From an optimization exercise on the open Yosys and OpenROAD flow, aimed at small area, a short achievable clock period and few clock cycles per item; shortcuts taken in it are not production practice. Where RTL was checked, it was by simulation tests only, not by an equivalence proof against the original.

==> run A: inputs <==
==> flow/design.v <==
module gf_addsub_lanes #(
    parameter int               WIDTH   = 32,
    parameter logic [WIDTH-1:0] MODULUS = 32'hec940e71,
    parameter int               LANES   = 4
) (
    input  logic                     i_clk,
    input  logic                     i_rst,
    input  logic                     i_valid,
    output logic                     o_ready,
    input  logic [1:0]               i_op,
    input  logic [LANES*WIDTH-1:0]   i_a,
    input  logic [LANES*WIDTH-1:0]   i_b,
    output logic                     o_valid,
    input  logic                     i_ready,
    output logic [LANES*WIDTH-1:0]   o_out,
    output logic [LANES-1:0]         o_err
);
    localparam int PREFIX_A = 1;
    localparam int PREFIX_B = 0;
    localparam int LOGW   = 5;   
    function automatic logic [WIDTH:0] carries(input logic [WIDTH-1:0] g,
                                               input logic [WIDTH-1:0] p,
                                               input logic             cin,
                                               input int               style);
        logic [WIDTH-1:0] gg, pp, gn, pn;
        gg    = g;
        pp    = p;
        gg[0] = g[0] | (p[0] & cin);
        if (style == 0) begin
            for (int l = 0; l < LOGW; l++) begin
                gn = gg;
                pn = pp;
                for (int i = 0; i < WIDTH; i++) begin
                    if ((i >> l) & 1) begin
                        gn[i] = gg[i] | (pp[i] & gg[((i >> l) << l) - 1]);
                        pn[i] = pp[i] & pp[((i >> l) << l) - 1];
                    end
                end
                gg = gn;
                pp = pn;
            end
        end else if (style == 1) begin
            for (int l = 0; l < LOGW; l++) begin
                for (int i = 0; i < WIDTH; i++) begin
                    if (((i + 1) % (2 << l)) == 0) begin
                        gg[i] = gg[i] | (pp[i] & gg[i - (1 << l)]);
                        pp[i] = pp[i] & pp[i - (1 << l)];
                    end
                end
            end
            for (int l = LOGW - 2; l >= 0; l--) begin
                for (int i = 0; i < WIDTH; i++) begin
                    if (((i + 1) % (2 << l)) == (1 << l) && i >= (2 << l)) begin
                        gg[i] = gg[i] | (pp[i] & gg[i - (1 << l)]);
                        pp[i] = pp[i] & pp[i - (1 << l)];
                    end
                end
            end
        end else begin
            for (int l = 0; l < LOGW; l++) begin
                gn = gg;
                pn = pp;
                for (int i = 0; i < WIDTH; i++) begin
                    if (i >= (1 << l)) begin
                        gn[i] = gg[i] | (pp[i] & gg[i - (1 << l)]);
                        pn[i] = pp[i] & pp[i - (1 << l)];
                    end
                end
                gg = gn;
                pp = pn;
            end
        end
        carries = {gg, cin};
    endfunction
    logic sub_c, cin_c, neg_c;
    assign sub_c = i_op[0] ^ i_op[1];
    assign cin_c = i_op[0] & ~i_op[1];
    assign neg_c = i_op[1] & ~i_op[0];
    logic [LANES-1:0][WIDTH-1:0] v_c;
    logic [LANES-1:0]            co_c;
    logic [LANES-1:0]            err_c;
    for (genvar k = 0; k < LANES; k++) begin : g_front
        logic [WIDTH-1:0] a, b, y;
        logic [WIDTH:0]   c1;
        assign a = i_a[k*WIDTH +: WIDTH];
        assign b = i_b[k*WIDTH +: WIDTH];
        assign err_c[k] = (a >= MODULUS) | ((b >= MODULUS) & ~i_op[1]);
        assign y = (b & {WIDTH{~i_op[1]}}) ^ {WIDTH{sub_c}};
        assign c1      = carries(a & y, a ^ y, cin_c, PREFIX_A);
        assign v_c[k]  = a ^ y ^ c1[WIDTH-1:0] ^ {WIDTH{~cin_c}};
        assign co_c[k] = c1[WIDTH] ^ neg_c;
    end
    logic [LANES-1:0][WIDTH-1:0] v_q;
    logic [LANES-1:0]            co_q;
    logic                        sub_q;
    assign o_ready = ~o_valid | i_ready;
    always_ff @(posedge i_clk) begin
        if (i_rst) begin
            o_valid <= 1'b0;
        end else if (o_ready) begin
            o_valid <= i_valid;
        end
    end
    always_ff @(posedge i_clk) begin
        if (o_ready) begin
            v_q   <= v_c;
            co_q  <= co_c;
            sub_q <= sub_c;
            o_err <= err_c;
        end
    end
    for (genvar k = 0; k < LANES; k++) begin : g_back
        logic [WIDTH-1:0] v, d;
        logic [WIDTH:0]   cw;
        logic             pick;
        assign v    = v_q[k];
        assign cw   = carries(v & MODULUS, v | MODULUS, 1'b0, PREFIX_B);
        assign d    = MODULUS ^ cw[WIDTH-1:0];
        assign pick = sub_q ? ~co_q[k] : (co_q[k] | ~cw[WIDTH]);
        assign o_out[k*WIDTH +: WIDTH] = v ^ {WIDTH{~sub_q}} ^ (d & {WIDTH{pick}});
    end
endmodule
==> flow/flow/run.sh <==
#!/bin/bash
# Layout flow: the standard ORFS flow (standard.sh) with these changes:
#  - the ports get plain sky130_fd_sc_hd__buf_1 buffers instead of delay cells;
#  - if flow/abc.script exists, synthesis maps the logic with that ABC script in place
#    of ORFS's speed script (everything else in the synthesis is the standard flow's own script);
#  - settings in flow/env.sh (if any) are exported before the flow runs.
# Each tool's full output goes to the ORFS logs under orfs/logs; make's own output
# goes to flow_make.log here.
set -euo pipefail
W=$(pwd)
export BUFFER_PORTS_ARGS="-buffer_cell sky130_fd_sc_hd__buf_1"
if [[ -f flow/env.sh ]]; then source flow/env.sh; fi
SYN=$W/synth_recipe.tcl
if [[ -f flow/abc.script ]]; then
  cat > $W/flow_synth.tcl <<EOT
proc abc {args} {
  set i [lsearch -exact \$args -script]
  if {\$i >= 0} { lset args [expr {\$i + 1}] $W/flow/abc.script }
  yosys abc {*}\$args
}
source $W/synth_recipe.tcl
EOT
  SYN=$W/flow_synth.tcl
fi
sed "s#SYNTH_SCRIPT=$W/synth_recipe.tcl#SYNTH_SCRIPT=$SYN#" standard.sh > flow_standard.sh
bash flow_standard.sh > flow_make.log 2>&1
==> flow/standard.sh <==
#!/bin/bash
# synth_recipe.tcl (not shown) runs the flow's synth.tcl, then flattens the netlist and writes it again
# the make line also repeats each setting of config.mk as NAME=value (left out here)
make -C /OpenROAD-flow-scripts/flow DESIGN_CONFIG=/design/flow/config.mk WORK_HOME=/design/flow/orfs CLKGATE_MAP_FILE= SYNTH_SCRIPT=/design/flow/synth_recipe.tcl "${@:-finish}"
==> flow/config.mk <==
export PLATFORM = sky130hd
export DESIGN_NAME = gf_addsub_lanes
export DESIGN_NICKNAME = gf_addsub_lanes
export VERILOG_FILES = /design/flow/design.v
export SDC_FILE = /design/flow/constraint.sdc
export NUM_CORES = 4
export LEC_CHECK = 0
export CAP_MARGIN = 20
export CORE_MARGIN = 2
export CORE_UTILIZATION = 40
export GPL_TIMING_DRIVEN = 0
export SETUP_SLACK_MARGIN = 1.0
export SLEW_MARGIN = 20
==> flow/constraint.sdc <==
create_clock -name core_clock -period 5.5 [get_ports {i_clk}]
set_input_delay 1.1000 -clock core_clock [delete_from_list [all_inputs] [get_ports {i_clk}]]
set_output_delay 1.1000 -clock core_clock [all_outputs]
set_load 0.01 [all_outputs]
==> run G: changes against run A <==
--- a/flow/design.v
+++ b/flow/design.v
@@ -72,23 +72,24 @@
         end
         carries = {gg, cin};
     endfunction
-    logic sub_c, cin_c, neg_c;
+    logic sub_c, neg_c;
     assign sub_c = i_op[0] ^ i_op[1];
-    assign cin_c = i_op[0] & ~i_op[1];
     assign neg_c = i_op[1] & ~i_op[0];
     logic [LANES-1:0][WIDTH-1:0] v_c;
     logic [LANES-1:0]            co_c;
     logic [LANES-1:0]            err_c;
     for (genvar k = 0; k < LANES; k++) begin : g_front
-        logic [WIDTH-1:0] a, b, y;
+        logic [WIDTH-1:0] a, b, x, y, yi;
         logic [WIDTH:0]   c1;
         assign a = i_a[k*WIDTH +: WIDTH];
         assign b = i_b[k*WIDTH +: WIDTH];
         assign err_c[k] = (a >= MODULUS) | ((b >= MODULUS) & ~i_op[1]);
-        assign y = (b & {WIDTH{~i_op[1]}}) ^ {WIDTH{sub_c}};
-        assign c1      = carries(a & y, a ^ y, cin_c, PREFIX_A);
-        assign v_c[k]  = a ^ y ^ c1[WIDTH-1:0] ^ {WIDTH{~cin_c}};
-        assign co_c[k] = c1[WIDTH] ^ neg_c;
+        assign x  = a & {WIDTH{~neg_c}};
+        assign y  = (a & {WIDTH{neg_c}}) | (b & {WIDTH{~i_op[1]}});
+        assign yi = y ^ {WIDTH{sub_c}};
+        assign c1      = carries(x & yi, x ^ yi, sub_c, PREFIX_A);
+        assign v_c[k]  = ~(x ^ y) ^ c1[WIDTH-1:0];
+        assign co_c[k] = c1[WIDTH];
     end
     logic [LANES-1:0][WIDTH-1:0] v_q;
     logic [LANES-1:0]            co_q;
Settings changed: CTS_BUF_LIST from default to sky130_fd_sc_hd__clkbuf_4 sky130_fd_sc_hd__clkbuf_8.
==> results.toml <==
[synth]
synth.top_cell.area_share_pct = 22.4
synth-xor-area-share_pct = 19.8
yosysSeqAreaShare_pct = 22.5
syn_area_um2 = 18400

[global_route]
gr-usage-all-layers_pct = 27.4

[layout]
drive_above_1_share_pct = 12.2

[status]
status = "finished clean"
# the run above: run G

==> results.toml <==
[status]
status = "finished clean"

[synth]
synth-xor-area-share_pct = 23.3
syn_area_um2 = 17500
synth.top_cell.area_share_pct = 23.5

[hold_path]
min_to = "o_valid"

[clock_tree]
root_buffer = "clkbuf_16"
clkSlewWorstSetupHoldPaths_ps = 60

[global_route]
gr-usage-all-layers_pct = 27.2

[layout]
nMultiInputCombCells = 1580
drive_above_1_share_pct = 14.5

[timing]
hold_viol_final = 0
fin_skew_ps = 9.42

[drt]
drt_iter0_drc = 1079
# the run above: run A

Testbench counts of run G, summed over its fixed seeds: cycles 12,008, items 12,000.
The RTL of run A was laid out without a check of its function.

========
==> inputs of exp/umber <==
// gf_addsub_lanes: RTL as listed in full above, without the edits since
export LEC_CHECK = 0
export CAP_MARGIN = 20
export CORE_MARGIN = 2
export CORE_UTILIZATION = 40
export GPL_TIMING_DRIVEN = 0
export SETUP_SLACK_MARGIN = 0.8
export SLEW_MARGIN = 20
create_clock -name core_clock -period 5.5 [get_ports {i_clk}]
standard.sh (not shown) runs the stock make flow with config.mk's settings and CLKGATE_MAP_FILE= SYNTH_SCRIPT=/design/flow/synth_recipe.tcl, a recipe that flattens the netlist after the stock synthesis.
==> flow/flow/run.sh <==
#!/bin/bash
# Layout flow: the standard ORFS flow (standard.sh) with these changes:
#  - the ports get plain sky130_fd_sc_hd__buf_1 buffers instead of delay cells;
#  - if flow/abc.script exists, synthesis maps the logic with that ABC script in place
#    of ORFS's speed script (everything else in the synthesis is the standard flow's own script);
#  - settings in flow/env.sh (if any) are exported before the flow runs.
# Each tool's full output goes to the ORFS logs under orfs/logs; make's own output
# goes to flow_make.log here.
set -euo pipefail
W=$(pwd)
export BUFFER_PORTS_ARGS="-buffer_cell sky130_fd_sc_hd__buf_1"
if [[ -f flow/env.sh ]]; then source flow/env.sh; fi
SYN=$W/synth_recipe.tcl
if [[ -f flow/abc.script ]]; then
  cat > $W/flow_synth.tcl <<EOT
proc abc {args} {
  set i [lsearch -exact \$args -script]
  if {\$i >= 0} { lset args [expr {\$i + 1}] $W/flow/abc.script }
  yosys abc {*}\$args
}
source $W/synth_recipe.tcl
EOT
  SYN=$W/flow_synth.tcl
fi
sed "s#SYNTH_SCRIPT=$W/synth_recipe.tcl#SYNTH_SCRIPT=$SYN#" standard.sh > flow_standard.sh
bash flow_standard.sh > flow_make.log 2>&1
==> exp/harbor: changes against exp/umber <==
--- a/flow/design.v
+++ b/flow/design.v
@@ -17,3 +17,3 @@
 );
-    localparam int PREFIX_A = 1;
+    localparam int PREFIX_A = 0;
     localparam int PREFIX_B = 0;
@@ -87,3 +87,3 @@
         assign err_c[k] = (a >= MODULUS) | ((b >= MODULUS) & ~i_op[1]);
-        assign y = (b & {WIDTH{~i_op[1]}}) ^ {WIDTH{sub_c}};
+        assign y = i_op[1] ? {WIDTH{~i_op[0]}} : (b ^ {WIDTH{i_op[0]}});
         assign c1      = carries(a & y, a ^ y, cin_c, PREFIX_A);
==> summary of the runs <==
exp/harbor finished with timing, DRC and antenna clean. exp/umber passed the timing, design-rule and antenna checks. In exp/umber the die area is higher than in exp/harbor, by 5.3%. Between exp/umber and exp/harbor, the lower design area is in exp/harbor (gap 4.6%, measured against exp/harbor). Via count: exp/harbor is lower than exp/umber (about 2%). Of exp/harbor and exp/umber, exp/harbor has the higher register-to-register slack (gap 0.20 ns).
Testbench counts of exp/harbor, summed over its fixed seeds: cycles 12,008, items 12,000.
Only the layout flow was run in exp/umber; the RTL was not checked for function there.

-- what the ideal ports hide --
The results above use ideal ports. As a check the final layouts listed here were re-extracted and re-timed, cells and wires unchanged. Step 1 assumes that a clkbuf_16 drives the clock port and a buf_2 every other input. Step 2 moves the port delays by t, midway between the first and last clock arrival at a register: inputs arrive t later, outputs are due t later. That takes back most of the time a late clock gives input paths. Slacks: ideal / step 1 / step 2; pairs: ideal / step 1.
| run | t, ns | setup WS [ns] | latest minus earliest clock arrival (ns) | pins driven straight from the clock port |
|---|---|---|---|---|
| run A | 0.487 | 0.736 / 0.684 / 0.197 | 0.015 / 0.014 | 1 |
| run G | 0.567 | 0.911 / 0.858 / 0.628 | 0.019 / 0.020 | 1 |
| exp/umber | 0.488 | 0.816 / 0.777 / 0.289 | 0.013 / 0.013 | 1 |
| exp/harbor | 0.486 | 0.848 / 0.841 / 0.355 | 0.014 / 0.014 | 1 |
After both steps setup and hold are still met in every run listed. The setup slack of run A, which loses most, moves by -0.052 ns with the drivers and by -0.539 ns with both steps.
